From an optimization exercise on the open Yosys and OpenROAD flow, aimed at small area, a short achievable clock period and few clock cycles per item; shortcuts taken in it are not production practice. Function was checked by simulation only, so behaviour that the tests miss may differ from the original.

==> design.v <==
package fft_pkg;
    localparam int FFT_DW = 16;
    localparam int FFT_TW = 16;
    typedef enum logic [1:0] {LOAD, COMPUTE, UNLOAD} state_t;
    typedef struct packed {
        logic signed [15:0] re;
        logic signed [15:0] im;
    } tw_q14_t;
    function automatic tw_q14_t ifft_twiddle(input logic [1:0] t);
        tw_q14_t w;
        case (t)
            2'd0:    w = {16'sd16384, 16'sd0};
            2'd1:    w = {16'sd11585, 16'sd11585};
            2'd2:    w = {16'sd0, 16'sd16384};
            default: w = {-16'sd11585, 16'sd11585};
        endcase
        ifft_twiddle = w;
    endfunction
    function automatic logic [2:0] bitrev3(input logic [2:0] k);
        bitrev3 = {k[0], k[1], k[2]};
    endfunction
endpackage
module fft_bfly #(
    parameter int DW = 16,
    parameter int TW = 16
) (
    input  logic signed [DW-1:0] a_re,
    input  logic signed [DW-1:0] a_im,
    input  logic signed [DW-1:0] b_re,
    input  logic signed [DW-1:0] b_im,
    input  logic signed [TW-1:0] w_re,
    input  logic signed [TW-1:0] w_im,
    output logic signed [DW-1:0] x_re,
    output logic signed [DW-1:0] x_im,
    output logic signed [DW-1:0] y_re,
    output logic signed [DW-1:0] y_im
);
    localparam int PW = DW + TW + 1;
    localparam int SW = DW + 2;
    localparam logic signed [PW-1:0] RND  = PW'(1) <<< (TW - 3);
    localparam logic signed [SW-1:0] SMAX = SW'(2 ** (DW - 1) - 1);
    localparam logic signed [SW-1:0] SMIN = SW'(-(2 ** (DW - 1)));
    function automatic logic signed [DW-1:0] half_sat(input logic signed [SW-1:0] s);
        logic signed [SW-1:0] h;
        h = s >>> 1;
        if (h > SMAX)      half_sat = DW'(SMAX);
        else if (h < SMIN) half_sat = DW'(SMIN);
        else               half_sat = DW'(h);
    endfunction
    logic signed [PW-1:0] prod_re, prod_im, rnd_re, rnd_im;
    logic signed [SW-1:0] p_re, p_im;
    always_comb begin
        prod_re = PW'(b_re) * PW'(w_re) - PW'(b_im) * PW'(w_im);
        prod_im = PW'(b_re) * PW'(w_im) + PW'(b_im) * PW'(w_re);
        rnd_re  = (prod_re + RND) >>> (TW - 2);
        rnd_im  = (prod_im + RND) >>> (TW - 2);
        p_re    = SW'(rnd_re);
        p_im    = SW'(rnd_im);
        x_re    = half_sat(SW'(a_re) + p_re);
        x_im    = half_sat(SW'(a_im) + p_im);
        y_re    = half_sat(SW'(a_re) - p_re);
        y_im    = half_sat(SW'(a_im) - p_im);
    end
endmodule
module ifft8_stream #(
    parameter int DW = fft_pkg::FFT_DW,
    parameter int TW = fft_pkg::FFT_TW
) (
    input  logic                 clk,
    input  logic                 rst,
    input  logic                 in_valid,
    output logic                 in_ready,
    input  logic signed [DW-1:0] in_re,
    input  logic signed [DW-1:0] in_im,
    output logic                 out_valid,
    input  logic                 out_ready,
    output logic signed [DW-1:0] out_re,
    output logic signed [DW-1:0] out_im,
    output logic                 out_last,
    output logic                 busy
);
    function automatic logic [15:0] hs(input logic [17:0] s);
        if (s[17] != s[16]) hs = s[17] ? 16'h8000 : 16'h7fff;
        else                hs = s[16:1];
    endfunction
    function automatic logic [63:0] csa(input logic [31:0] a, input logic [31:0] b,
                                        input logic [31:0] c);
        csa = {a ^ b ^ c, ((a & b) | (a & c) | (b & c)) << 1};
    endfunction
    function automatic logic [16:0] kmul(input logic [17:0] v, input logic k8191);
        logic [31:0] x, t13, t6, s1, c1, s2, c2, s3, c3, s4, c4, t;
        x   = {{14{v[17]}}, v};
        t13 = (x << 13) | 32'h1fff;
        t6  = (x << 6) | {31'd0, ~k8191};
        {s1, c1} = csa(t13, x << 11, x << 10);
        {s2, c2} = csa(x << 8, t6, x);
        {s3, c3} = csa(s1, c1, s2);
        {s4, c4} = csa(s3, c3, c2);
        t = s4 + c4;
        kmul = t[30:14];
    endfunction
    logic [31:0] inq;
    logic        v_q, in_ready_q, busy_q;
    logic [31:0] d0, d1, d2, d3;       
    logic [2:0]  fp;                   
    logic [2:0]  r;                    
    logic [32:0] p0;                   
    logic        pv0;
    logic [31:0] e0, e1;
    logic        te0, te1;             
    logic [2:0]  pos1;
    logic [31:0] p1;
    logic        pv1;
    logic [2:0]  posP;
    logic [16:0] pu, pv;
    logic        pmul, pP;
    logic [17:0] xop;                  
    logic        xk;                   
    logic [16:0] qu, qv, mu, mv;
    logic        qmul, pQ, pM;
    logic [31:0] g;
    logic        tg;
    logic [2:0]  pos2;
    logic [31:0] wq;
    logic        wvq;
    logic [31:0] sr0, sr1, sr2;
    logic        sv0, sv1, sv2, sl0, sl1, sl2;
    logic [2:0]  pos3;
    logic [32:0] oreg, skid;
    logic        ovalid, skid_valid;
    logic fill, step, consume, drain, blk1, blk2, go1, go2;
    assign fill    = ~fp[2];
    assign step    = ~skid_valid;
    assign consume = step & v_q;
    assign drain   = step & ~v_q & fill & (r != 3'd0);
    assign blk1    = pos1[1] & ~pv0;
    assign blk2    = pos2[0] & ~pM;
    assign go1     = step & ~blk1;
    assign go2     = step & ~blk2;
    logic [16:0] s0_sr, s0_si, s0_dr, s0_di, nrot;
    logic [32:0] s0_out;
    logic        s0_rot;
    always_comb begin
        s0_sr = {d3[31], d3[31:16]} + {inq[31], inq[31:16]};
        s0_si = {d3[15], d3[15:0]}  + {inq[15], inq[15:0]};
        s0_dr = {d3[31], d3[31:16]} - {inq[31], inq[31:16]};
        s0_di = {d3[15], d3[15:0]}  - {inq[15], inq[15:0]};
        s0_rot = (r == 3'd1) | (r == 3'd2);
        nrot   = 17'd0 - {d3[15], d3[15:0]};
        if (!fill)       s0_out = {s0_sr[16], s0_sr[16:1], s0_si[16:1]};
        else if (s0_rot) s0_out = {nrot, d3[31:16]};
        else             s0_out = {d3[31], d3};
    end
    logic [17:0] s1_sr, s1_dr;
    logic [16:0] s1_si, s1_di;
    logic [31:0] s1x, s1y;
    always_comb begin
        s1_sr = {{2{e1[31]}}, e1[31:16]} + {p0[32], p0[32:16]};
        s1_dr = {{2{e1[31]}}, e1[31:16]} - {p0[32], p0[32:16]};
        s1_si = {e1[15], e1[15:0]} + {p0[15], p0[15:0]};
        s1_di = {e1[15], e1[15:0]} - {p0[15], p0[15:0]};
        s1x = {s1_sr[16:1], s1_si[16:1]};
        s1y = {s1_dr[16:1], s1_di[16:1]};
    end
    logic        t1, t2, t3, n_mul;
    logic [16:0] re17, im17, ua, ub, va, vb;
    logic [17:0] usum, vsum;
    always_comb begin
        t2   = posP[0] & ~posP[2] & posP[1];
        t1   = posP[0] & posP[2] & ~posP[1];
        t3   = posP[0] & posP[2] & posP[1];
        n_mul = pv1 & (t1 | t3);
        re17 = {p1[31], p1[31:16]};
        im17 = {p1[15], p1[15:0]};
        ua   = t2 ? 17'd0 : re17;
        ub   = t1 ? ~im17 : ((t2 | t3) ? im17 : 17'd0);
        va   = (t1 | t2 | t3) ? re17 : im17;
        vb   = t1 ? im17 : (t3 ? ~im17 : 17'd0);
        usum = {ua, 1'b1} + {ub, t1};
        vsum = {va, 1'b1} + {vb, t3};
    end
    logic [16:0] kprod;
    always_comb kprod = kmul(xop, xk);
    logic        swp;
    logic [17:0] s2_sr, s2_dr, s2_si, s2_di;
    logic [15:0] h_sr, h_dr;
    logic [31:0] s2x, s2y, w2;
    logic        wv2;
    always_comb begin
        swp   = pos2[1];
        s2_sr = {{2{g[31]}}, g[31:16]} + {mu[16], mu};
        s2_dr = {{2{g[31]}}, g[31:16]} - {mu[16], mu};
        s2_si = {{2{g[15]}}, g[15:0]}  + {mv[16], mv};
        s2_di = {{2{g[15]}}, g[15:0]}  - {mv[16], mv};
        h_sr  = hs(s2_sr);
        h_dr  = hs(s2_dr);
        s2x = {swp ? h_dr : h_sr, hs(s2_si)};
        s2y = {swp ? h_sr : h_dr, hs(s2_di)};
        w2  = pos2[0] ? s2x : g;
        wv2 = pos2[0] ? pM : tg;
    end
    logic        direct;
    logic [31:0] ow, tw;
    logic        ov, ol, tv, tl, push;
    always_comb begin
        direct = wvq & ((pos3 == 3'd4) | (pos3 == 3'd6));
        ow = direct ? wq : sr2;
        ov = direct ? 1'b1 : sv2;
        ol = direct ? 1'b0 : sl2;
        tw = direct ? sr2 : wq;
        tv = direct ? sv2 : wvq;
        tl = direct ? sl2 : (wvq & (pos3 == 3'd7));
        push = step & ov;
    end
    logic take_ok, accept, v_q_d, skid_valid_d;
    always_comb begin
        take_ok      = ~ovalid | out_ready;
        accept       = in_valid & in_ready_q;
        v_q_d        = accept | (v_q & ~consume);
        skid_valid_d = take_ok ? 1'b0 : (skid_valid | push);
    end
    always_ff @(posedge clk) begin
        in_ready_q <= ~(v_q_d & skid_valid_d);
        busy_q     <= v_q_d & skid_valid_d;
        if (accept) inq <= {in_re, in_im};
        if (consume) begin
            d3 <= d2; d2 <= d1; d1 <= d0;
            d0 <= fill ? inq : {s0_dr[16:1], s0_di[16:1]};
        end else if (drain) begin
            if (r >= 3'd2) d3 <= d2;
            if (r >= 3'd3) d2 <= d1;
            if (r >= 3'd4) d1 <= d0;
        end
        if (step) begin
            p0   <= s0_out;
            p1   <= pos1[1] ? s1x : e1;
            pu   <= usum[17:1];
            pv   <= vsum[17:1];
            pmul <= n_mul;
            xop  <= n_mul ? {usum[17], usum[17:1]} : {pv[16], pv};
            xk   <= n_mul & t3;
            qu   <= pmul ? kprod : pu;
            qv   <= pv;
            qmul <= pmul;
            mu   <= qu;
            mv   <= qmul ? kprod : qv;
            wq   <= w2;
            sr2 <= sr1; sr1 <= sr0; sr0 <= tw;
        end
        if (go1 & (pv0 | te0)) e1 <= e0;
        if (go1 & pv0) e0 <= pos1[1] ? s1y : p0[31:0];
        if (go2 & pM) g <= pos2[0] ? s2y : {mu[15:0], mv[15:0]};
        if (take_ok) oreg <= skid_valid ? skid : {ol, ow};
        else if (push) skid <= {ol, ow};
    end
    always_ff @(posedge clk or posedge rst) begin
        if (rst) begin
            v_q <= 1'b0;
            fp <= '0; r <= '0; pv0 <= 1'b0;
            te0 <= 1'b0; te1 <= 1'b0; pos1 <= '0; pv1 <= 1'b0;
            posP <= '0; pP <= 1'b0; pQ <= 1'b0; pM <= 1'b0;
            tg <= 1'b0; pos2 <= '0; wvq <= 1'b0;
            sv0 <= 1'b0; sv1 <= 1'b0; sv2 <= 1'b0;
            sl0 <= 1'b0; sl1 <= 1'b0; sl2 <= 1'b0;
            pos3 <= '0;
            ovalid <= 1'b0; skid_valid <= 1'b0;
        end else begin
            v_q        <= v_q_d;
            skid_valid <= skid_valid_d;
            if (take_ok) ovalid <= skid_valid | push;
            if (consume) begin
                fp <= fp + 3'd1;
                if (fp == 3'd7)          r <= 3'd4;
                else if (r != 3'd0)      r <= r - 3'd1;
            end else if (drain) begin
                r <= r - 3'd1;
            end
            if (step) begin
                pv0  <= fill ? (r != 3'd0) : v_q;
                pv1  <= pos1[1] ? pv0 : te1;
                pP   <= pv1;
                if (pv1) posP <= posP + 3'd1;
                pQ   <= pP;
                pM   <= pQ;
                wvq  <= wv2;
                sv2 <= sv1; sv1 <= sv0; sv0 <= tv;
                sl2 <= sl1; sl1 <= sl0; sl0 <= tl;
                if (wvq) pos3 <= pos3 + 3'd1;
            end
            if (go1) begin
                te1 <= te0;
                te0 <= pv0 & pos1[1];
                if (pv0) pos1 <= pos1 + 3'd1;
            end
            if (go2) begin
                tg <= pM & pos2[0];
                if (pM) pos2 <= pos2 + 3'd1;
            end
        end
    end
    assign in_ready  = in_ready_q;
    assign busy      = busy_q;
    assign out_valid = ovalid;
    assign out_last  = oreg[32];
    assign out_re    = oreg[31:16];
    assign out_im    = oreg[15:0];
endmodule
==> flow/run.sh <==
#!/bin/bash
# The standard layout with larger clock-sink clusters (fewer clock buffers);
# timing repair aims 10 ns beyond the required setup slack and works on the
# worst 10% of endpoints.
bash standard.sh SETUP_SLACK_MARGIN=10 TNS_END_PERCENT=10 CTS_CLUSTER_SIZE=25 CTS_CLUSTER_DIAMETER=150 finish > standard.log 2>&1
==> standard.sh <==
#!/bin/bash
# synth_recipe.tcl (not shown) runs the flow's synth.tcl, then flattens the netlist and writes it again
# the make line also repeats each setting of config.mk as NAME=value (left out here)
make -C /OpenROAD-flow-scripts/flow DESIGN_CONFIG=/design/flow/config.mk WORK_HOME=/design/flow/orfs CLKGATE_MAP_FILE= SYNTH_SCRIPT=/design/flow/synth_recipe.tcl "${@:-finish}"
==> config.mk <==
export PLATFORM = sky130hd
export DESIGN_NAME = ifft8_stream
export DESIGN_NICKNAME = ifft8_stream
export VERILOG_FILES = /design/flow/design.v
export SDC_FILE = /design/flow/constraint.sdc
export NUM_CORES = 4
export LEC_CHECK = 0
export ABC_AREA = 1
export CAP_MARGIN = 20
export CORE_MARGIN = 2
export CORE_UTILIZATION = 40
export SLEW_MARGIN = 20
==> constraint.sdc <==
create_clock -name core_clock -period 14.0 [get_ports {clk}]
set_input_delay 2.8000 -clock core_clock [delete_from_list [all_inputs] [get_ports {clk}]]
set_output_delay 2.8000 -clock core_clock [all_outputs]
set_load 0.01 [all_outputs]
==> results by group, run 1 <==
Logic synthesis
  – Post-synth ARST share: 5.05%
  – Cell Area, Synth: 41400 um2
  – Main flop type after synthesis: edfxtp_1
  – Post-synth top area cell: edfxtp_1
  – Commonest cells in the synthesized netlist: 1145 x nand2_1, 637 x edfxtp_1, 553 x inv_1
  – Synth Register Bits: 673
  – Syn nets: 5009
  – Top-count cell post-synth: nand2_1
  – Mapped Cells: 4624
  – Post-synth EDFFs: 637
  – Distinct cells, synth: 58
  – Register area share after synthesis: 48.4%
  – Yosys warns: 1
  – Syn Area/Cell: 8.95 um2
  – Top cells by area, synth: edfxtp_1 46%, nand2_1 10%, ha_1 8.3%
  – Synth top area share: 46.2%

Worst setup path
  – Startpoint Class: register
  – Critical path required time: 11200 ps
  – Top delay family on crit path: flip-flops
  – CP Buf/Inv Count: 1
  – Setup CP Type: reg2out
  – CP Cell Sequence: clkdlybuf4s15_2
  – CP max stage delay: between 300 and 400 ps
  – Slowest-stage cell, CP: edfxtp_1
  – CP arrival: 1270 ps
  – CP max FO: 1
  – Element type at the critical path end: primary output

Clocking
  – TritonCTS clock tree: yes
  – Hold Buf Count CTS: 0
  – TritonCTS Buffers: 31
  – CTS root buf: clkbuf_16
  – Max Buffers Root-to-Sink: 3
  – CTS sink count: 673
  – CTS H-Tree Depth: 1
  – Reg clk slew, reported paths: 110 ps
  – Worst skew pair latency: 660 ps

GRT
  – GRT Total Usage: around 20%
  – Largest net degree at the start of global routing: 97
  – Initial antenna violation count: 0
  – Vias in the first global route: 29.8k
  – First-pass GRT wire length: 168000 um
  – GRT overflow: 0

Floorplan
  – Starting Density: 40.2%
  – Die Y: about 330 um
  – Top Ports: slightly above 70
  – Die ar.: 106000 um2
  – Die X-Extent: 326 um
  – FP Rows: 118
  – Core box area: between 100000 and 150000 um2

Placement
  – Port buffer count: 71
  – Pre-CTS setup slack: between 9000 and 10000 ps
  – Post-DP HPWL: 80300 um
  – Placed Cells: between 5k and 6k
  – Placer's final routability congestion estimate: about 0.93

Layout
  – Non-filler instance count after layout: between 6k and 7k
  – Top flop regs: oreg (33), p0 (33), skid (33)
  – Nets: about 5k
  – Fraction of layout cells with a size suffix above 1: 6.72%
  – Fill cells: between 10k and 15k
  – N_diodes: 0
  – P&R area growth vs syn: 8.54%

STA
  – RSZ-0062 raised after global routing: true
  – Skew final: 20.8 ps
  – Setup TNS: 0 ps
  – Fin. Hold Viols: 0
  – Fmax: 246 MHz
  – Minimum clock period: 4070 ps
  – Final worst slack: 9930 ps
  – Pins Over Slew Limit: 0
  – Tcrit/Tclk final: between 20% and 30%
  – Worst slew margin: around a third
  – Worst-margin pin slew: 1010 ps
  – Setup Viol. Count Final: 0

Drt
  – Initial DRC Count: 2589
  – Antenna-violating nets left: 0
  – # DRC: 0
  – First-pass iteration count of the detailed router: 5
  – Vias per inst: 5.11
  – Vias post-DR: 31.0k
  – Routed wire per std cell: 17.7 um
  – Final wirelength: 107000 um

Outcome
  – Status: timing/DRC/antenna clean

Run
  – Max Cap Viol: 0

Hold path
  – Hold Crit Class: reg2reg
[final timing paths]
check | startpoint | endpoint | slack [ps] | cells past startpoint
worst max-delay path | oreg[20] | out_re[4] | 9930 | 1
worst min-delay path | d2[20] | d3[20] | 410 | 0
worst max register to register | xop[16] | mv[9] | 10070 | 14
worst min register to register | d2[20] | d3[20] | 410 | 0
max in group asynchronous | rst | pos2[0] | 11000 | 3
min in group asynchronous | rst | ovalid | 2580 | 3
[cells by family after synthesis]
| logic type | synth area share, % |
|---|---|
| AND/OR/NAND/NOR | 19.4 |
| AO/OA/AOI/OAI | 11.4 |
| buffers and inverters | 6.87 |
| flip-flops | 48.4 |
| adder cells (fa/ha/maj) | 11.9 |
| XOR/XNOR | 2.12 |
| multiplexers | 0.0272 |
[stage by stage]
stage | hold slack (ps) | util (%) | area [um2]
CTS | 417 | 43.1 | 44400
global placement | 400 | 42.1 | 43400
global route | 427 | 43.6 | 44900
floorplan | 400 | - | 41400
detailed placement | 405 | 42.1 | 43400
finish | 406 | 43.6 | 44900
[cell usage in the layout (no fill, tap or decap), types with 10 or more instances in the layout]
cell type,count
xor2_1,88
xnor2_1,12
o21ai_0,361
nand3_1,296
o21a_1,10
clkbuf_1,22
a21oi_2,17
or2_2,18
a31oi_1,56
buf_4,72
edfxtp_1,637
a21oi_1,297
nor2_1,288
nand2_2,42
buf_2,26
nand4_1,27
inv_2,21
o31ai_1,12
nor2_2,13
clkbuf_16,31
o21ai_1,12
inv_1,548
nand2_1,1137
ha_4,11
dfrtp_1,30
clkdlybuf4s50_1,35
nor3_1,45
o22ai_1,23
ha_1,260
o21bai_1,22
fa_1,72
[routing by layer]
layer / share of wire, % / global-route usage (%)
met4: 2.7 / 4.83
met5: 0 / 0
met1: 44 / 25.8
met3: 3.2 / 1.49
met2: 50 / 35.6
[worst reg2reg max path: stages, from the launching register on]
cell and delay (ps):
edfxtp_1 490, buf_12 200, fa_1 480, inv_1 60
fa_1 530, inv_1 50, fa_1 480, ha_4 300
a21oi_1 190, o21ai_0 160, a21oi_1 150, nand3_1 160
or2_2 320, nand3_1 70, nand2_1 60
[cell type report]
class / instances / area, um2 / area share [%]
sequential: 673 / 20000 / 44.6
inverter: 575 / 2170 / 4.84
clock buffer: 54 / 872 / 1.94
tap: 1380 / 1730 / 3.84
multi-input combinational: 3231 / 18900 / 42.1
timing repair inverter: 1 / 5.00 / 0.0111
clock inverter: 4 / 41.3 / 0.0919
timing repair buffer: 147 / 1190 / 2.66
[what timing repair did]
item	4_1_cts	5_1_grt
endpoints found under the setup margin	64	133
resized for setup	133	77
cloned	0	1
pin swaps	0	25
buffers inserted	26	23
Testbench counts, summed over its fixed seeds: cycles 4,240, frames 512.
==> inputs of run 2 (changes only) <==
==> flow/run.sh (replaced) <==
#!/bin/bash
# The standard layout; timing repair aims 11 ns beyond the required setup
# slack and works on the worst 5% of endpoints.
bash standard.sh SETUP_SLACK_MARGIN=11 TNS_END_PERCENT=5 finish > standard.log 2>&1
--- a/config.mk
+++ b/config.mk
@@ -5,7 +5,6 @@
 export SDC_FILE = /design/flow/constraint.sdc
 export NUM_CORES = 4
 export LEC_CHECK = 0
-export ABC_AREA = 1
 export CAP_MARGIN = 20
 export CORE_MARGIN = 2
 export CORE_UTILIZATION = 40
==> run 2 against run 1 <==
Compared with the run above: maximum frequency shrank 5.6%; worst hold slack hardly changed; die area decreased by 4.4%; largest cell class unchanged; area after synthesis is 4.5% lower; setup slack got worse by 240 ps; still clean; sequential share of layout area is 0.46 points lower; register-to-register slack lost 380 ps; synthesized cell count shrank 25%; core utilization up 2.7 points; routed wire length fell by 15%.
==> results by group, run 2 <==
Logic synthesis
  – Syn nets: 3846 (was 5009)
  – Distinct cells, synth: 80 (was 58)
  – Syn Area/Cell: 11.4 um2 (was 8.95 um2)
  – Post-Synth XOR/XNOR Area: 5.36% (was 2.12%)
  – Synth top area share: 48.4% (was 46.2%)
  – Synth Area in Adders: 12.5% (was 11.9%)
  – Synth Register Bits: 673 (unchanged)
  – Largest family of logic cells by synthesized area: compound AO/OA/AOI/OAI gates (was simple AND/OR/NAND/NOR gates)
  – Post-synth top area cell: edfxtp_1 (unchanged)
  – Mux cell area share after synthesis: 5.76% (was 0.0272%)
  – Yosys warns: 1 (unchanged)
  – Commonest cells in the synthesized netlist: 637 x edfxtp_1, 276 x ha_1, 272 x a21oi_1 (was 1145 x nand2_1, 637 x edfxtp_1, 553 x inv_1)
  – Mapped Cells: 3461 (was 4624)
  – Synth Area in Compound Gates: 12.6% (was 11.4%)
  – Register area share after synthesis: 50.6% (was 48.4%)
  – Top-count cell post-synth: edfxtp_1 (was nand2_1)
  – Cell Area, Synth: 39600 um2 (was 41400 um2)
  – Main flop type after synthesis: edfxtp_1 (unchanged)
  – Top cells by area, synth: edfxtp_1 48%, ha_1 8.7%, mux2_2 4.9% (was edfxtp_1 46%, nand2_1 10%, ha_1 8.3%)
  – Post-synth EDFFs: 637 (unchanged)
  – Post-synth ARST share: 5.05% (unchanged)
  – Simple-gate portion of the synthesized area: 9.35% (was 19.4%)

GRT
  – First-pass GRT wire length: 144000 um (was 168000 um)
  – GRT Total Usage: 17.7% (was 19.8%)
  – Vias in the first global route: 25.6k (was 29.8k)
  – Largest net degree at the start of global routing: 165 (was 97)
  – GRT overflow: 0 (unchanged)
  – Initial antenna violation count: 0 (unchanged)

Clocking
  – Reg clk slew, reported paths: 60 ps (was 110 ps)
  – TritonCTS clock tree: yes (unchanged)
  – CTS root buf: clkbuf_16 (unchanged)
  – CTS H-Tree Depth: 3 (was 1)
  – Worst skew pair latency: 640 ps (was 660 ps)
  – TritonCTS Buffers: 73 (was 31)
  – Hold Buf Count CTS: 0 (unchanged)
  – Max Buffers Root-to-Sink: 3 (unchanged)
  – CTS sink count: 673 (unchanged)

Drt
  – # DRC: 0 (unchanged)
  – Final wirelength: 90900 um (was 107000 um)
  – Initial DRC Count: 1908 (was 2589)
  – First-pass iteration count of the detailed router: 5 (unchanged)
  – Vias post-DR: 26.0k (was 31.0k)
  – Antenna-violating nets left: 0 (unchanged)
  – Routed wire per std cell: 18.5 um (was 17.7 um)
  – Vias per inst: 5.28 (was 5.11)

Hold path
  – Hold Startpoint: d1[28] (was d2[20])
  – Hold Crit Class: reg2reg (unchanged)

STA
  – Setup TNS: 0 ps (unchanged)
  – Setup Viol. Count Final: 0 (unchanged)
  – Worst hold slack: 406 ps (about the same)
  – Minimum clock period: 4310 ps (was 4070 ps)
  – Skew final: 36.6 ps (was 20.8 ps)
  – Pins Over Slew Limit: 0 (unchanged)
  – Fmax: 232 MHz (was 246 MHz)
  – Worst slew margin: 28.3% (was 32.7%)
  – RSZ-0062 raised after global routing: true (unchanged)
  – Worst-margin pin slew: 1080 ps (was 1010 ps)
  – Tcrit/Tclk final: 30.8% (was 29.0%)
  – Fin. Hold Viols: 0 (unchanged)

Floorplan
  – Die Y: 318 um (was 326 um)
  – Starting Density: 40.3% (was 40.2%)
  – Die ar.: 101000 um2 (was 106000 um2)
  – Top Ports: 72 (unchanged)
  – FP Rows: 115 (was 118)
  – Die X-Extent: 318 um (was 326 um)
  – Core box area: 98100 um2 (was 103000 um2)

Layout
  – Most frequent cells in the layout: 637 x edfxtp_1, 265 x nor2_1, 260 x ha_1 (was 1137 x nand2_1, 637 x edfxtp_1, 548 x inv_1)
  – FF/Latch Area: 20000 um2 (about the same)
  – Top flop regs: oreg (33), p0 (33), skid (33) (unchanged)
  – Most common cell after layout, fill and taps aside: edfxtp_1 (was nand2_1)
  – Multi-input logic area: 18800 um2 (was 18900 um2)
  – Nets: 3961 (was 5045)
  – Fraction of layout cells with a size suffix above 1: 14.8% (was 6.72%)
  – Non-filler instance count after layout: 4920 (was 6065)
  – P&R area growth vs syn: 14.8% (was 8.54%)
  – Fill cells: 9005 (was 10.2k)

Worst setup path
  – CP Cell Sequence: buf_6 -> fa_1 -> inv_1 -> fa_1 -> inv_2 -> fa_1 -> ha_4 -> a21oi_4 -> nor2b_1 -> o21ai_1 -> o211ai_1 -> a21oi_2 -> o21ai_4 -> a31o_4 -> xnor2_2 -> mux2_4 (was clkdlybuf4s15_2)
  – Slowest-stage cell, CP: fa_1 (was edfxtp_1)
  – CP arrival: 4670 ps (was 1270 ps)
  – Top delay family on crit path: adder cells (was flip-flops)
  – Worst R2R Start: xop[11] (was xop[16])
  – CP Buf/Inv Count: 3 (was 1)
  – CP max FO: 5 (was 1)
  – Startpoint Class: register (unchanged)
  – Setup CP Type: reg2reg (was reg2out)
  – Critical path required time: 14360 ps (was 11200 ps)
  – CP max stage delay: 540 ps (was 380 ps)
  – Most used cell, CP: fa_1
  – Worst Setup SP: xop[11] (was oreg[20])
  – Element type at the critical path end: register (was primary output)

Placement
  – Placer's final routability congestion estimate: 0.879 (was 0.931)
  – Placed Cells: 4696 (was 5956)
  – Port buffer count: 71 (unchanged)
  – Post-DP HPWL: 63100 um (was 80300 um)

Outcome
  – Status: timing/DRC/antenna clean (unchanged)

Run
  – Max Cap Viol: 0 (unchanged)
run 2: changes by cell type in the layout (fill, tap and decap cells not counted), sizes merged, moves of 51 or more:
cell,previous run,this run
nand2,1182,205
inv,572,253
nand3,306,41
nor2b,0,51
mux2,1,172
xnor2,12,178
o21ai,378,202
run 2: layout make-up:
cell class,count,share of cell area [%]
flip-flops and latches,673,44.1
multi-input cells,2390,41.4
clock buffers,94,4.22
repair buffers,185,3.59
well taps,1287,3.55
inverters,253,2.12
clock inverters,37,1.03
diodes,1,0.00551
run 2: metrics by stage:
step                instance area [um2]  util (%)  worst slack [ps]
finish                            45400      46.3              9690
CTS                               44900      45.8              9690
global placement                  41600      42.4              9020
floorplan                         39600         -              9520
global route                      45400      46.3              9580
detailed placement                41600      42.4              8990
run 2: path summary, 6_finish.rpt:
kind	to	slack, ps	cells past startpoint
min in group asynchronous	te0	2870	2
max in group asynchronous	fp[2]	10470	2
hold / removal	d2[28]	410	0
setup / recovery	mv[16]	9690	16
hold reg to reg	d2[28]	410	0
setup reg to reg	mv[16]	9690	16
run 2: timing repair:
action | CTS | global route
setup buffers | 66 | 24
gates cloned | 1 | 0
gates resized for setup | 143 | 64
pin swaps | 42 | 30
endpoints found under the setup margin | 367 | 419
run 2: logic make-up after synthesis:
group,count (synthesis)
AND/OR/NAND/NOR,785
flip-flops,673
adder cells (fa/ha/maj),353
multiplexers,206
AO/OA/AOI/OAI,803
XOR/XNOR,242
buffers and inverters,399
run 2: worst reg2reg max path: stages (launching register included):
cell      delay [ps]
edfxtp_1         530
buf_6            180
fa_1             490
inv_1             50
fa_1             500
inv_2             50
fa_1             540
ha_4             230
a21oi_4          170
nor2b_1           70
o21ai_1          130
o211ai_1         140
a21oi_2          210
o21ai_4          100
a31o_4           240
xnor2_2          140
mux2_4           270
run 2: per-layer routing:
metal	wire, um	GRT usage, %
met1	41000	23.5
met2	44900	30.6
met5	0	0
met3	2900	2.13
met4	2110	4.67
==> inputs of run 3 (changes only) <==
==> flow/run.sh (replaced) <==
#!/bin/bash
# The standard layout; timing repair aims 10.5 ns beyond the required setup
# slack and works on the worst 10% of endpoints.
bash standard.sh SETUP_SLACK_MARGIN=10.5 TNS_END_PERCENT=10 finish > standard.log 2>&1
==> run 3 against run 2 <==
Compared with the run above: worst hold slack improved by 1.3 ps; via count is essentially flat; synthesized cell count stayed put; non-clock buffer count is 3 lower; cell count is essentially flat; maximum frequency down 0.21%; sequential share of layout area about the same; count of clock-buffer cells in the layout did not move.
==> results by group, run 3 <==
Floorplan
  – Die Y: 318 um (unchanged)
  – Top Ports: 72 (unchanged)
  – FP Rows: 115 (unchanged)
  – Starting Density: 40.3% (unchanged)
  – Die X-Extent: 318 um (unchanged)
  – Die ar.: 101000 um2 (unchanged)
  – Core box area: 98100 um2 (unchanged)

Worst setup path
  – CP arrival: 4670 ps (about the same)
  – Worst reg-to-reg setup slack: 9680 ps (was 9690 ps)
  – Setup CP Type: reg2reg (unchanged)
  – Critical path required time: 14360 ps (about the same)
  – CP max FO: 5 (unchanged)
  – Worst-case reg-to-reg path depth: 16 (unchanged)
  – Startpoint Class: register (unchanged)
  – Worst R2R Start: xop[11] (unchanged)
  – Element type at the critical path end: register (unchanged)
  – Worst R2R End: mv[16] (unchanged)

Clocking
  – CTS H-Tree Depth: 3 (unchanged)
  – Max Buffers Root-to-Sink: 3 (unchanged)
  – TritonCTS Buffers: 73 (unchanged)
  – Hold Buf Count CTS: 0 (unchanged)
  – CTS root buf: clkbuf_16 (unchanged)
  – CTS sink count: 673 (unchanged)
  – Reg clk slew, reported paths: 60 ps (about the same)
  – TritonCTS clock tree: yes (unchanged)
  – Worst skew pair latency: 640 ps (about the same)

GRT
  – GRT overflow: 0 (unchanged)
  – Largest net degree at the start of global routing: 165 (unchanged)
  – Initial antenna violation count: 0 (unchanged)
  – GRT Total Usage: 17.7% (about the same)
  – Vias in the first global route: 25.6k (about the same)
  – First-pass GRT wire length: 144000 um (about the same)

Logic synthesis
  – Top cells by area, synth: edfxtp_1 48%, ha_1 8.7%, mux2_2 4.9% (unchanged)
  – Synth Register Bits: 673 (unchanged)
  – Post-synth top area cell: edfxtp_1 (unchanged)
  – Mapped Cells: 3461 (unchanged)
  – Syn nets: 3846 (unchanged)
  – Register area share after synthesis: 50.6% (unchanged)
  – Synth top area share: 48.4% (unchanged)
  – Top-count cell post-synth: edfxtp_1 (unchanged)
  – Cell Area, Synth: 39600 um2 (unchanged)
  – Commonest cells in the synthesized netlist: 637 x edfxtp_1, 276 x ha_1, 272 x a21oi_1 (unchanged)
  – Yosys warns: 1 (unchanged)
  – Syn Area/Cell: 11.4 um2 (unchanged)
  – Main flop type after synthesis: edfxtp_1 (unchanged)
  – Post-synth EDFFs: 637 (unchanged)
  – Distinct cells, synth: 80 (unchanged)
  – Post-synth ARST share: 5.05% (unchanged)

STA
  – RSZ-0062 raised after global routing: true (unchanged)
  – Setup TNS: 0 ps (unchanged)
  – Skew final: 36.3 ps (was 36.6 ps)
  – Minimum clock period: 4320 ps (was 4310 ps)
  – Pins Over Slew Limit: 0 (unchanged)
  – Fin. Hold Viols: 0 (unchanged)
  – Worst slew margin: 28.9% (was 28.3%)
  – Worst-margin pin slew: 1070 ps (was 1080 ps)
  – Fmax: 232 MHz (about the same)
  – Worst hold slack: 407 ps (was 406 ps)
  – Setup Viol. Count Final: 0 (unchanged)
  – Tcrit/Tclk final: 30.8% (about the same)
  – Final worst slack: 9680 ps (was 9690 ps)

Layout
  – N_diodes: 0 (was 1)
  – P&R area growth vs syn: 14.7% (was 14.8%)
  – Nets: 3958 (was 3961)
  – Post-route cell area: 45400 um2 (about the same)
  – Top flop regs: oreg (33), p0 (33), skid (33) (unchanged)
  – Most common cell after layout, fill and taps aside: edfxtp_1 (unchanged)
  – Most frequent cells in the layout: 637 x edfxtp_1, 265 x nor2_1, 261 x ha_1 (was 637 x edfxtp_1, 265 x nor2_1, 260 x ha_1)
  – Fraction of layout cells with a size suffix above 1: 14.7% (was 14.8%)

Drt
  – Final wirelength: 90800 um (was 90900 um)
  – Antenna-violating nets left: 0 (unchanged)
  – # DRC: 0 (unchanged)
  – Vias post-DR: 26.0k (about the same)
  – First-pass iteration count of the detailed router: 6 (was 5)
  – Vias per inst: 5.29 (was 5.28)
  – Routed wire per std cell: 18.5 um (about the same)
  – Initial DRC Count: 1967 (was 1908)

Hold path
  – Hold Crit Class: reg2reg (unchanged)
  – Hold depth: 0 (unchanged)
  – WHS Endpoint: d2[28] (unchanged)
  – Hold Startpoint: d1[28] (unchanged)

Placement
  – Pre-CTS setup slack: 8990 ps (unchanged)
  – Dpl cell area: 41600 um2 (unchanged)
  – Placer's final routability congestion estimate: 0.879 (unchanged)
  – Port buffer count: 71 (unchanged)
  – Post-DP HPWL: 63100 um (unchanged)

Run
  – Max Cap Viol: 0 (unchanged)

Outcome
  – Status: timing/DRC/antenna clean (unchanged)
==> run 3: critical path, cell delays in order, from the launching register on <==
cell      delay [ps]
edfxtp_1         540
buf_6            180
fa_1             490
inv_1             50
fa_1             500
inv_2             40
fa_1             540
ha_4             230
a21oi_4          170
nor2b_1           70
o21ai_1          130
o211ai_1         140
a21oi_2          210
o21ai_4          100
a31o_4           240
xnor2_2          140
mux2_4           270
==> run 3: worst max path at each step <==
| stage | end | slack, ps | start | cells past startpoint |
|---|---|---|---|---|
| floorplan | skid[0] | 9520 | out_ready | 2 |
| global placement | mv[16] | 9020 | xop[16] | 15 |
| detailed placement | qu[16] | 8990 | xop[16] | 15 |
| CTS | out_im[7] | 9690 | oreg[7] | 1 |
| global route | qu[10] | 9570 | xop[2] | 14 |
| finish | mv[16] | 9680 | xop[11] | 16 |
==> run 3: area by class of cell <==
class	count	area, um2
Tap cell	1287	1610
Clock buffer	94	1920
Multi-Input combinational cell	2390	18800
Fill cell	9007	52800
Timing Repair Buffer	182	1610
Clock inverter	37	467
Inverter	253	961
Sequential cell	673	20000
==> run 3: kinds of logic (layout without fill, tap and decap cells) <==
| group | count (synthesis) | in the layout | synth area share [%] |
|---|---|---|---|
| AOI/OAI and AO/OA | 803 | 804 | 12.6 |
| DFF | 673 | 673 | 50.6 |
| and+or+nand+nor | 785 | 785 | 9.35 |
| adders and majority gates | 353 | 353 | 12.5 |
| buffers and inverters | 399 | 566 | 3.82 |
| muxes | 206 | 206 | 5.76 |
| xor gates and xnor gates | 242 | 242 | 5.36 |
==> run 3: per-stage QoR <==
step	std cells	util [%]
after floorplan	3461	-
after detailed placement	4696	42.4
after CTS	4890	45.7
after global placement	4696	42.4
after global routing	4916	46.2
final	4916	46.2
==> run 3: repair_timing <==
| item | CTS | global route |
|---|---|---|
| buffers inserted | 62 | 25 |
| cloned | 1 | 0 |
| pin swaps | 39 | 32 |
| gates resized for setup | 136 | 68 |
| endpoints found under the setup margin | 239 | 273 |
==> run 3: layer usage <==
metal / global-route usage [%] / wire length (um) / up-vias
met2: 30.6 / 45000 / 487
li1: - / - / 12700
met1: 23.4 / 40900 / 12700
met5: 0 / 0 / -
met4: 4.67 / 2100 / 0
met3: 2.13 / 2870 / 108
==> inputs of run 4 (changes only) <==
==> run.sh (new file) <==
#!/bin/bash
# synth_recipe.tcl (not shown) runs the flow's synth.tcl, then flattens the netlist and writes it again
# the make line also repeats each setting of config.mk as NAME=value (left out here)
make -C /OpenROAD-flow-scripts/flow DESIGN_CONFIG=/design/flow/config.mk WORK_HOME=/design/flow/orfs CLKGATE_MAP_FILE= SYNTH_SCRIPT=/design/flow/synth_recipe.tcl finish
--- a/config.mk
+++ b/config.mk
@@ -8,4 +8,6 @@
 export CAP_MARGIN = 20
 export CORE_MARGIN = 2
 export CORE_UTILIZATION = 40
+export CTS_CLUSTER_DIAMETER = 150
+export CTS_CLUSTER_SIZE = 25
 export SLEW_MARGIN = 20
removed: flow/run.sh
removed: standard.sh
==> run 4 against run 3 <==
Compared with the run above: still clean on timing, DRC and antenna; setup slack got worse by 710 ps; first-iteration DRC count rose by 5.6%; synthesized cell count did not move.
==> results by group, run 4 <==
Placement
  – Placer's final routability congestion estimate: 0.884 (was 0.879)
  – Post-DP HPWL: 63400 um (was 63100 um)
  – Port buffer count: 71 (unchanged)

STA
  – Minimum clock period: 5030 ps (was 4320 ps)
  – Setup Viol. Count Final: 0 (unchanged)
  – Worst-margin pin slew: 1120 ps (was 1070 ps)
  – Skew final: 19.0 ps (was 36.3 ps)
  – Pins Over Slew Limit: 0 (unchanged)
  – Fmax: 199 MHz (was 232 MHz)
  – Fin. Hold Viols: 0 (unchanged)
  – Tcrit/Tclk final: 35.9% (was 30.8%)
  – Setup TNS: 0 ps (unchanged)
  – RSZ-0062 raised after global routing: false (was true)
  – Worst slew margin: 23.5% (was 28.9%)

Hold path
  – Hold Crit Class: reg2reg (unchanged)
  – Hold depth: 0 (unchanged)
  – WHS Endpoint: sr1[28] (was d2[28])
  – Hold Startpoint: sr0[28] (was d1[28])

Clocking
  – Post-CTS sizing: 0 (was 136)
  – CTS sink count: 673 (unchanged)
  – CTS root buf: clkbuf_16 (unchanged)
  – Max Buffers Root-to-Sink: 3 (unchanged)
  – Reg clk slew, reported paths: 110 ps (was 60 ps)
  – Hold Buf Count CTS: 0 (unchanged)
  – TritonCTS Buffers: 30 (was 73)
  – CTS H-Tree Depth: 1 (was 3)
  – TritonCTS clock tree: yes (unchanged)
  – Post-CTS Setup Bufs: 0 (was 62)
  – Worst skew pair latency: 640 ps (about the same)

Logic synthesis
  – Main flop type after synthesis: edfxtp_1 (unchanged)
  – Register area share after synthesis: 50.6% (unchanged)
  – Post-synth top area cell: edfxtp_1 (unchanged)
  – Synth top area share: 48.4% (unchanged)
  – Yosys warns: 1 (unchanged)
  – Cell Area, Synth: 39600 um2 (unchanged)
  – Distinct cells, synth: 80 (unchanged)
  – Post-synth ARST share: 5.05% (unchanged)
  – Syn Area/Cell: 11.4 um2 (unchanged)
  – Top-count cell post-synth: edfxtp_1 (unchanged)
  – Top cells by area, synth: edfxtp_1 48%, ha_1 8.7%, mux2_2 4.9% (unchanged)
  – Syn nets: 3846 (unchanged)
  – Commonest cells in the synthesized netlist: 637 x edfxtp_1, 276 x ha_1, 272 x a21oi_1 (unchanged)
  – Synth Register Bits: 673 (unchanged)
  – Mapped Cells: 3461 (unchanged)
  – Post-synth EDFFs: 637 (unchanged)

Worst setup path
  – Critical path required time: 14390 ps (was 14360 ps)
  – CP arrival: 5420 ps (was 4670 ps)
  – Worst-case reg-to-reg path depth: 15 (was 16)
  – CP max FO: 20 (was 5)
  – Element type at the critical path end: register (unchanged)
  – Worst reg-to-reg setup slack: 8970 ps (was 9680 ps)
  – Worst R2R Start: xop[16] (was xop[11])
  – Setup CP Type: reg2reg (unchanged)
  – Startpoint Class: register (unchanged)
  – Worst R2R End: mv[16] (unchanged)
  – Worst Setup SP: xop[16] (was xop[11])

Floorplan
  – Die ar.: 101000 um2 (unchanged)
  – Die Y: 318 um (unchanged)
  – Core box area: 98100 um2 (unchanged)
  – Top Ports: 72 (unchanged)
  – Starting Density: 40.3% (unchanged)
  – FP Rows: 115 (unchanged)
  – Die X-Extent: 318 um (unchanged)

Layout
  – Fill cells: 9199 (was 9007)
  – Top flop regs: oreg (33), p0 (33), skid (33) (unchanged)
  – Most frequent cells in the layout: 637 x edfxtp_1, 276 x ha_1, 270 x a21oi_1 (was 637 x edfxtp_1, 265 x nor2_1, 261 x ha_1)
  – Most common cell after layout, fill and taps aside: edfxtp_1 (unchanged)
  – Multi-input logic area: 18100 um2 (was 18800 um2)
  – N_diodes: 0 (unchanged)
  – P&R area growth vs syn: 7.42% (was 14.7%)
  – Fraction of layout cells with a size suffix above 1: 7.76% (was 14.7%)
  – Fin util: 43.3% (was 46.2%)
  – FF/Latch Area: 20000 um2 (about the same)
  – Nets: 3828 (was 3958)

GRT
  – GRT Total Usage: 17.0% (was 17.7%)
  – GRT overflow: 0 (unchanged)
  – Initial antenna violation count: 1 (was 0)
  – First-pass GRT wire length: 139000 um (was 144000 um)
  – Largest net degree at the start of global routing: 123 (was 165)
  – Vias in the first global route: 25.0k (was 25.6k)

Drt
  – Final wirelength: 87400 um (was 90800 um)
  – Antenna-violating nets left: 0 (unchanged)
  – Vias post-DR: 25.1k (was 26.0k)
  – Routed wire per std cell: 18.4 um (was 18.5 um)
  – Initial DRC Count: 2077 (was 1967)
  – Vias per inst: 5.29 (about the same)
  – # DRC: 0 (unchanged)
  – First-pass iteration count of the detailed router: 5 (was 6)

Run
  – Max Cap Viol: 0 (unchanged)

Outcome
  – Status: timing/DRC/antenna clean (unchanged)
run 4: cell counts after synthesis:
No cell type changed its count.
run 4: stage by stage:
stage          cells  hold slack, ps  instance area (um2)  worst slack (ps)
6_report        4754             415                42500              8970
5_1_grt         4754             429                42500              8640
4_1_cts         4753             419                42500              8960
3_5_place_dp    4697             405                41600              8990
3_3_place_gp    4697             400                41600              9020
2_1_floorplan   3461             400                39600              3290
run 4: worst max-delay path by stage:
stage | endpoint | slack [ps] | depth (start not counted)
after floorplan | oreg[27] | 3290 | 3
after global placement | mv[16] | 9020 | 15
after detailed placement | mv[16] | 8990 | 15
after CTS | mv[16] | 8960 | 15
after global routing | g[1] | 8640 | 18
final | mv[16] | 8970 | 15
run 4: area by class of cell:
type                       instances  share of cell area [%]
clock buffer                      56                    2.05
inverter                         253                    2.25
multi-input combinational       2389                    42.6
sequential                       673                    47.1
tap                             1287                    3.79
timing repair buffer              96                    2.14
run 4: per-layer routing:
layer	GRT usage (%)	routed length (um)
met1	22.8	39500
met2	28.9	41900
met3	1.81	2820
met4	5.61	3210
met5	0	13
run 4: worst max-delay path, cell delays in order, from the launching register on:
cell      delay, ps
edfxtp_1        940
inv_1           290
fa_1            550
fa_1            410
fa_1            550
inv_1            40
ha_1            380
a21o_1          190
a21o_1          180
a21oi_1         140
o211ai_1        110
a21oi_1         150
o21ai_0         170
a31o_2          300
xnor2_1         130
mux2_2          260
run 4: cells by family (layout without fill, tap and decap cells):
logic type	Yosys count	count (layout)	share of synthesized area, %
compound gates	803	803	12.6
simple gates	785	785	9.35
xor+xnor	242	242	5.36
flops	673	673	50.6
mux	206	206	5.76
buf+inv	399	405	3.82
fa+ha+maj	353	353	12.5
==> inputs of run 5 (changes only) <==
==> flow/run.sh (new file) <==
#!/bin/bash
# The standard layout at higher utilisation and with smaller clock buffers;
# timing repair aims 10 ns beyond the required setup slack and works on the
# worst 10% of endpoints.
bash standard.sh SETUP_SLACK_MARGIN=10 TNS_END_PERCENT=10 CORE_UTILIZATION=55 \
  "CTS_BUF_LIST=sky130_fd_sc_hd__clkbuf_4 sky130_fd_sc_hd__clkbuf_8" finish > standard.log 2>&1
==> standard.sh (new file) <==
#!/bin/bash
# synth_recipe.tcl (not shown) runs the flow's synth.tcl, then flattens the netlist and writes it again
# the make line also repeats each setting of config.mk as NAME=value (left out here)
make -C /OpenROAD-flow-scripts/flow DESIGN_CONFIG=/design/flow/config.mk WORK_HOME=/design/flow/orfs CLKGATE_MAP_FILE= SYNTH_SCRIPT=/design/flow/synth_recipe.tcl "${@:-finish}"
--- a/config.mk
+++ b/config.mk
@@ -8,6 +8,4 @@
 export CAP_MARGIN = 20
 export CORE_MARGIN = 2
 export CORE_UTILIZATION = 40
-export CTS_CLUSTER_DIAMETER = 150
-export CTS_CLUSTER_SIZE = 25
 export SLEW_MARGIN = 20
removed: run.sh
==> run 5 against run 4 <==
Compared with the run above: still clean on timing, DRC and antenna; non-clock buffer count up 73; first-iteration DRC count is 4.1% lower; global-route usage grew 8.4 points; critical endpoint unchanged; highest routed layer is now met4.
==> results by group, run 5 <==
STA
  – Final worst slack: 9710 ps (was 8970 ps)
  – Worst-margin pin slew: 1030 ps (was 1120 ps)
  – Setup TNS: 0 ps (unchanged)
  – Fmax: 233 MHz (was 199 MHz)
  – Worst hold slack: 406 ps (was 415 ps)
  – Pins Over Slew Limit: 0 (unchanged)
  – Setup Viol. Count Final: 0 (unchanged)
  – Tcrit/Tclk final: 30.7% (was 35.9%)
  – RSZ-0062 raised after global routing: true (was false)
  – Skew final: 58.6 ps (was 19.0 ps)
  – Minimum clock period: 4290 ps (was 5030 ps)
  – Fin. Hold Viols: 0 (unchanged)
  – Worst slew margin: 31.3% (was 23.5%)

Logic synthesis
  – Synth top area share: 48.4% (unchanged)
  – Post-synth EDFFs: 637 (unchanged)
  – Post-synth top area cell: edfxtp_1 (unchanged)
  – Synth Register Bits: 673 (unchanged)
  – Yosys warns: 1 (unchanged)
  – Cell Area, Synth: 39600 um2 (unchanged)
  – Commonest cells in the synthesized netlist: 637 x edfxtp_1, 276 x ha_1, 272 x a21oi_1 (unchanged)
  – Syn Area/Cell: 11.4 um2 (unchanged)
  – Post-synth ARST share: 5.05% (unchanged)
  – Distinct cells, synth: 80 (unchanged)
  – Top-count cell post-synth: edfxtp_1 (unchanged)
  – Register area share after synthesis: 50.6% (unchanged)
  – Syn nets: 3846 (unchanged)
  – Mapped Cells: 3461 (unchanged)
  – Top cells by area, synth: edfxtp_1 48%, ha_1 8.7%, mux2_2 4.9% (unchanged)
  – Main flop type after synthesis: edfxtp_1 (unchanged)

Placement
  – Pre-CTS setup slack: 8920 ps (was 8990 ps)
  – Post-DP HPWL: 65300 um (was 63400 um)
  – Placer's final routability congestion estimate: 0.915 (was 0.884)
  – Port buffer count: 71 (unchanged)

Worst setup path
  – Worst-case reg-to-reg path depth: 16 (was 15)
  – CP max stage delay: 530 ps (was 940 ps)
  – CP Cell Sequence: buf_4 -> fa_1 -> fa_1 -> inv_2 -> fa_1 -> inv_2 -> ha_4 -> a21o_1 -> a21o_1 -> a21oi_2 -> o211ai_1 -> a21oi_2 -> o21ai_2 -> a31o_4 -> xnor2_2 -> mux2_2 (was inv_1 -> fa_1 -> fa_1 -> fa_1 -> inv_1 -> ha_1 -> a21o_1 -> a21o_1 -> a21oi_1 -> o211ai_1 -> a21oi_1 -> o21ai_0 -> a31o_2 -> xnor2_1 -> mux2_2)
  – Worst Setup SP: xop[12] (was xop[16])
  – CP max FO: 5 (was 20)
  – Startpoint Class: register (unchanged)
  – Most used cell, CP: fa_1 (unchanged)
  – CP arrival: 4770 ps (was 5420 ps)
  – Slowest-stage cell, CP: fa_1 (was edfxtp_1)
  – Top delay family on crit path: adder cells (unchanged)
  – CP Buf/Inv Count: 3 (was 2)
  – Worst reg-to-reg setup slack: 9710 ps (was 8970 ps)
  – Setup CP Type: reg2reg (unchanged)
  – Critical path required time: 14470 ps (was 14390 ps)
  – Worst R2R Start: xop[12] (was xop[16])
  – Worst R2R End: mv[16] (unchanged)
  – Element type at the critical path end: register (unchanged)

Clocking
  – Hold Buf Count CTS: 0 (unchanged)
  – CTS H-Tree Depth: 3 (was 1)
  – Reg clk slew, reported paths: 60 ps (was 110 ps)
  – CTS sink count: 673 (unchanged)
  – Worst skew pair latency: 750 ps (was 640 ps)
  – TritonCTS Buffers: 113 (was 30)
  – TritonCTS clock tree: yes (unchanged)
  – CTS root buf: clkbuf_8 (was clkbuf_16)
  – Max Buffers Root-to-Sink: 3 (unchanged)

Floorplan
  – Die ar.: 74100 um2 (was 101000 um2)
  – Die Y: 272 um (was 318 um)
  – FP Rows: 98 (was 115)
  – Core box area: 71400 um2 (was 98100 um2)
  – Die X-Extent: 272 um (was 318 um)
  – Starting Density: 55.4% (was 40.3%)
  – Top Ports: 72 (unchanged)

Drt
  – Vias post-DR: 26.6k (was 25.1k)
  – Final wirelength: 94800 um (was 87400 um)
  – Antenna-violating nets left: 0 (unchanged)
  – Routed wire per std cell: 20.4 um (was 18.4 um)
  – Initial DRC Count: 1992 (was 2077)
  – First-pass iteration count of the detailed router: 6 (was 5)
  – Vias per inst: 5.72 (was 5.29)
  – # DRC: 0 (unchanged)

Hold path
  – Hold Crit Class: reg2reg (unchanged)
  – WHS Endpoint: sr2[17] (was sr1[28])
  – Hold depth: 0 (unchanged)
  – Hold Startpoint: sr1[17] (was sr0[28])

Run
  – Max Cap Viol: 0 (unchanged)

Layout
  – FF/Latch Area: 20000 um2 (about the same)
  – Fraction of layout cells with a size suffix above 1: 16.8% (was 7.76%)
  – Most common cell after layout, fill and taps aside: edfxtp_1 (unchanged)
  – Most frequent cells in the layout: 637 x edfxtp_1, 265 x nor2_1, 260 x ha_1 (was 637 x edfxtp_1, 276 x ha_1, 270 x a21oi_1)
  – Nets: 3985 (was 3828)
  – P&R area growth vs syn: 12.9% (was 7.42%)
  – Fill cells: 5788 (was 9199)
  – Top flop regs: oreg (33), p0 (33), skid (33) (unchanged)
  – Multi-input logic area: 18700 um2 (was 18100 um2)

GRT
  – Vias in the first global route: 26.8k (was 25.0k)
  – Initial antenna violation count: 1 (unchanged)
  – First-pass GRT wire length: 148000 um (was 139000 um)
  – GRT overflow: 0 (unchanged)
  – GRT Total Usage: 25.4% (was 17.0%)
  – Largest net degree at the start of global routing: 191 (was 123)

Outcome
  – Status: timing/DRC/antenna clean (unchanged)
run 5: worst max-delay path by stage:
stage	to	slack, ps	depth (start not counted)
floorplan	skid[0]	8850	2
global placement	qu[16]	8990	15
detailed placement	qu[16]	8920	15
CTS	out_re[8]	9790	1
global route	mv[16]	9580	16
finish	mv[16]	9710	16
run 5: metrics by stage:
stage	instance area [um2]	util, %	instances
final	44700	62.6	4650
after detailed placement	41200	57.7	4359
after floorplan	39600	-	3461
after global placement	41200	57.7	4359
after global routing	44700	62.6	4650
after CTS	44400	62.3	4636
run 5: logic make-up (layout without fill, tap and decap cells):
group	Yosys count	after routing	share of synthesized area [%]
AO/OA/AOI/OAI	803	804	12.6
AND/OR/NAND/NOR	785	785	9.35
flip-flops	673	673	50.6
buffers and inverters	399	636	3.82
adder cells (fa/ha/maj)	353	353	12.5
XOR/XNOR	242	242	5.36
multiplexers	206	206	5.76
other	0	1	0
run 5: final cells by class:
cell class | count | share of cell area, %
Inverter | 253 | 2.16
Clock buffer | 151 | 4.19
Timing Repair Buffer | 169 | 3.10
Antenna cell | 1 | 0.00560
Multi-Input combinational cell | 2390 | 41.9
Tap cell | 950 | 2.66
Clock inverter | 63 | 1.13
Sequential cell | 673 | 44.9
run 5: routing by layer:
metal | GRT usage [%] | up-vias | part of all wire [%]
li1 | - | 12800 | -
met1 | 32.8 | 13000 | 43
met2 | 44.4 | 664 | 50
met3 | 3.10 | 149 | 3.8
met4 | 8.86 | 0 | 2.9
met5 | 0 | - | 0
run 5: what timing repair did:
action / in CTS / in global routing
buffers inserted: 62 / 13
pin swaps: 45 / 11
hold endpoints to repair: 0 / 0
resized for setup: 253 / 28
setup endpoints to repair: 177 / 144
cloned: 1 / 0
==> inputs of run 6 (changes only) <==
==> flow/run.sh (replaced) <==
#!/bin/bash
# The standard layout at 55% utilisation with larger clock-sink clusters
# (fewer clock buffers); timing repair aims 10 ns beyond the required setup
# slack and works on the worst 10% of endpoints.
bash standard.sh SETUP_SLACK_MARGIN=10 TNS_END_PERCENT=10 CORE_UTILIZATION=55 CTS_CLUSTER_SIZE=25 CTS_CLUSTER_DIAMETER=150 finish > standard.log 2>&1
==> run 6 against run 5 <==
Compared with the run above: worst hold slack improved by 9.4 ps; core utilization down 2.1 points; first-iteration DRC count is 0.30% lower; sequential cell count did not move; via count shrank 2.1%; register-to-register slack barely moved; routed wire length down 2.3%; area after synthesis unchanged; clock skew down 27 ps; synthesized cell count stayed put.
==> results by group, run 6 <==
GRT
  – GRT Total Usage: 24.6% (was 25.4%)
  – Initial antenna violation count: 0 (was 1)
  – Largest net degree at the start of global routing: 191 (unchanged)
  – First-pass GRT wire length: 145000 um (was 148000 um)
  – GRT overflow: 0 (unchanged)
  – Vias in the first global route: 25.8k (was 26.8k)

Clocking
  – TritonCTS Buffers: 30 (was 113)
  – Worst skew pair latency: 630 ps (was 750 ps)
  – Max Buffers Root-to-Sink: 3 (unchanged)
  – CTS sink count: 673 (unchanged)
  – CTS root buf: clkbuf_16 (was clkbuf_8)
  – CTS H-Tree Depth: 1 (was 3)
  – TritonCTS clock tree: yes (unchanged)
  – Reg clk slew, reported paths: 110 ps (was 60 ps)

Layout
  – P&R area growth vs syn: 9.18% (was 12.9%)
  – Fill cells: 5873 (was 5788)
  – Fraction of layout cells with a size suffix above 1: 12.0% (was 16.8%)
  – Fin util: 60.5% (was 62.6%)
  – Nets: 3900 (was 3985)
  – Top flop regs: oreg (33), p0 (33), skid (33) (unchanged)
  – Most common cell after layout, fill and taps aside: edfxtp_1 (unchanged)
  – Non-filler instance count after layout: 4489 (was 4650)
  – N_diodes: 0 (was 1)
  – Most frequent cells in the layout: 637 x edfxtp_1, 266 x nor2_1, 258 x a21oi_1, 258 x ha_1, 240 x inv_1 (was 637 x edfxtp_1, 265 x nor2_1, 260 x ha_1)

Logic synthesis
  – Post-synth EDFFs: 637 (unchanged)
  – Top-count cell post-synth: edfxtp_1 (unchanged)
  – Main flop type after synthesis: edfxtp_1 (unchanged)
  – Syn Area/Cell: 11.4 um2 (unchanged)
  – Register area share after synthesis: 50.6% (unchanged)
  – Syn nets: 3846 (unchanged)
  – Post-synth ARST share: 5.05% (unchanged)
  – Top cells by area, synth: edfxtp_1 48%, ha_1 8.7%, mux2_2 4.9% (unchanged)
  – Distinct cells, synth: 80 (unchanged)
  – Synth Register Bits: 673 (unchanged)
  – Synth top area share: 48.4% (unchanged)
  – Yosys warns: 1 (unchanged)
  – Mapped Cells: 3461 (unchanged)
  – Commonest cells in the synthesized netlist: 637 x edfxtp_1, 276 x ha_1, 272 x a21oi_1 (unchanged)
  – Post-synth top area cell: edfxtp_1 (unchanged)
  – Cell Area, Synth: 39600 um2 (unchanged)

Drt
  – Routed wire per std cell: 20.6 um (was 20.4 um)
  – Antenna-violating nets left: 0 (unchanged)
  – Initial DRC Count: 1986 (was 1992)
  – WL met1: 40300 um (was 40800 um)
  – Routed length on met3: 2670 um (was 3560 um)
  – Final wirelength: 92700 um (was 94800 um)
  – # DRC: 0 (unchanged)
  – Vias per inst: 5.81 (was 5.72)
  – DR top layer: met4 (unchanged)
  – First-pass iteration count of the detailed router: 5 (was 6)
  – Met2 Wirelength: 47200 um (was 47700 um)
  – Vias post-DR: 26.1k (was 26.6k)

Worst setup path
  – Element type at the critical path end: register (unchanged)
  – CP arrival: 4670 ps (was 4770 ps)
  – Setup CP Type: reg2reg (unchanged)
  – CP max FO: 5 (unchanged)
  – Startpoint Class: register (unchanged)
  – Critical path required time: 14390 ps (was 14470 ps)
  – CP Cell Sequence: buf_4 -> buf_4 -> fa_1 -> fa_1 -> inv_1 -> fa_1 -> inv_1 -> ha_4 -> and3_1 -> and4_1 -> o21ai_0 -> o211ai_1 -> a21oi_2 -> o21ai_2 -> a31o_2 -> xnor2_2 -> mux2_4 (was buf_4 -> fa_1 -> fa_1 -> inv_2 -> fa_1 -> inv_2 -> ha_4 -> a21o_1 -> a21o_1 -> a21oi_2 -> o211ai_1 -> a21oi_2 -> o21ai_2 -> a31o_4 -> xnor2_2 -> mux2_2)
  – Most used cell, CP: fa_1 (unchanged)
  – CP max stage delay: 500 ps (was 530 ps)
  – Slowest-stage cell, CP: fa_1 (unchanged)
  – Worst reg-to-reg setup slack: 9720 ps (was 9710 ps)
  – CP Buf/Inv Count: 4 (was 3)
  – Top delay family on crit path: adder cells (unchanged)

STA
  – RSZ-0062 raised after global routing: true (unchanged)
  – Worst-margin pin slew: 1040 ps (was 1030 ps)
  – Worst slew margin: 30.8% (was 31.3%)
  – Skew final: 31.2 ps (was 58.6 ps)
  – Fmax: 234 MHz (was 233 MHz)
  – Final worst slack: 9720 ps (was 9710 ps)
  – Pins Over Slew Limit: 0 (unchanged)
  – Setup Viol. Count Final: 0 (unchanged)
  – Setup TNS: 0 ps (unchanged)
  – Minimum clock period: 4280 ps (was 4290 ps)
  – Tcrit/Tclk final: 30.6% (was 30.7%)
  – Fin. Hold Viols: 0 (unchanged)

Hold path
  – Hold Crit Class: reg2reg (unchanged)

Floorplan
  – Die X-Extent: 272 um (unchanged)
  – Starting Density: 55.4% (unchanged)
  – Die ar.: 74100 um2 (unchanged)
  – FP Rows: 98 (unchanged)
  – Die Y: 272 um (unchanged)
  – Top Ports: 72 (unchanged)
  – Core box area: 71400 um2 (unchanged)

Placement
  – Placer's final routability congestion estimate: 0.915 (unchanged)
  – Port buffer count: 71 (unchanged)
  – Pre-CTS setup slack: 8920 ps (unchanged)
  – Placed Cells: 4359 (unchanged)
  – Post-DP HPWL: 65300 um (unchanged)

Outcome
  – Status: timing/DRC/antenna clean (unchanged)

Run
  – Max Cap Viol: 0 (unchanged)
[run 6: cell counts after synthesis]
Identical to the previous run, type by type.
[run 6: per-stage QoR]
step | hold slack (ps) | instance area (um2)
2_1_floorplan | 400 | 39600
3_3_place_gp | 401 | 41200
3_5_place_dp | 405 | 41200
4_1_cts | 418 | 42900
5_1_grt | 419 | 43200
6_report | 416 | 43200
[run 6: layout make-up]
class	count	area, um2	area share (%)
Clock buffer	56	880	2.04
Inverter	253	961	2.23
Multi-Input combinational cell	2391	18700	43.3
Sequential cell	673	20000	46.4
Tap cell	950	1190	2.75
Timing Repair Buffer	166	1440	3.34
[run 6: worst reg2reg max path, delay by kind of cell, from the launching register on]
family	cells	cell delay, ps
xor gates and xnor gates	1	150
DFF	1	400
AOI/OAI and AO/OA	5	740
adders and majority gates	4	1700
buffers and inverters	4	420
and+or+nand+nor	2	390
muxes	1	260
[run 6: routing by layer]
layer | global-route usage (%) | up-vias
li1 | - | 12600
met5 | 0 | -
met4 | 5.91 | 0
met2 | 44.4 | 520
met3 | 1.80 | 120
met1 | 32.5 | 12800
[run 6: worst paths after layout]
kind | end | from | depth (start not counted)
worst max-delay path | qu[16] | xop[14] | 17
worst min-delay path | mu[13] | qu[13] | 0
worst max register to register | qu[16] | xop[14] | 17
worst min register to register | mu[13] | qu[13] | 0
max in group asynchronous | fp[2] | rst | 2
min in group asynchronous | pos1[1] | rst | 2
[run 6: repair_timing]
item                                    4_1_cts  5_1_grt
cloned                                        1        1
pin swaps                                    38       26
gates resized for setup                     128       38
hold buffers                                  0        0
endpoints found under the setup margin      179      176
setup buffers                                62       10
[run 6: cells by family after synthesis]
kind of cell               after synthesis  share of synthesized area [%]
buffers and inverters                  399                           3.82
adders and majority gates              353                           12.5
DFF                                    673                           50.6
and+or+nand+nor                        785                           9.35
muxes                                  206                           5.76
AOI/OAI and AO/OA                      803                           12.6
xor gates and xnor gates               242                           5.36

separate check: timing with driven ports:
No port has a modelled driver above. Below, the same layouts with a new extraction and two added sets of constraints. Step 1, drivers: a clkbuf_16 drives clk and a buf_2 each remaining input, both assumed. Step 2 adds t to the input delays and takes it off the output delays; t is the mean of the earliest and latest rising clock arrival at the registers after step 1. Input paths then give back, and output paths get back, about the clock's delay inside the block. Slacks: ideal ports / drivers / drivers and shift; pairs: ideal ports / drivers.
run | t, ns | setup WS [ns] | cell pins on the clock port's net
run 1 | 0.712 | 9.933 / 9.868 / 9.346 | 1
run 2 | 0.690 | 9.691 / 9.660 / 9.210 | 1
run 3 | 0.689 | 9.683 / 9.660 / 9.213 | 1
run 4 | 0.695 | 8.971 / 8.971 / 8.971 | 1
run 5 | 0.785 | 9.707 / 9.707 / 9.328 | 1
run 6 | 0.687 | 9.719 / 9.719 / 9.301 | 1
After both steps every run listed still meets setup and hold. The setup slack of run 1, which loses most, moves by -0.065 ns with the drivers and by -0.587 ns with both steps.
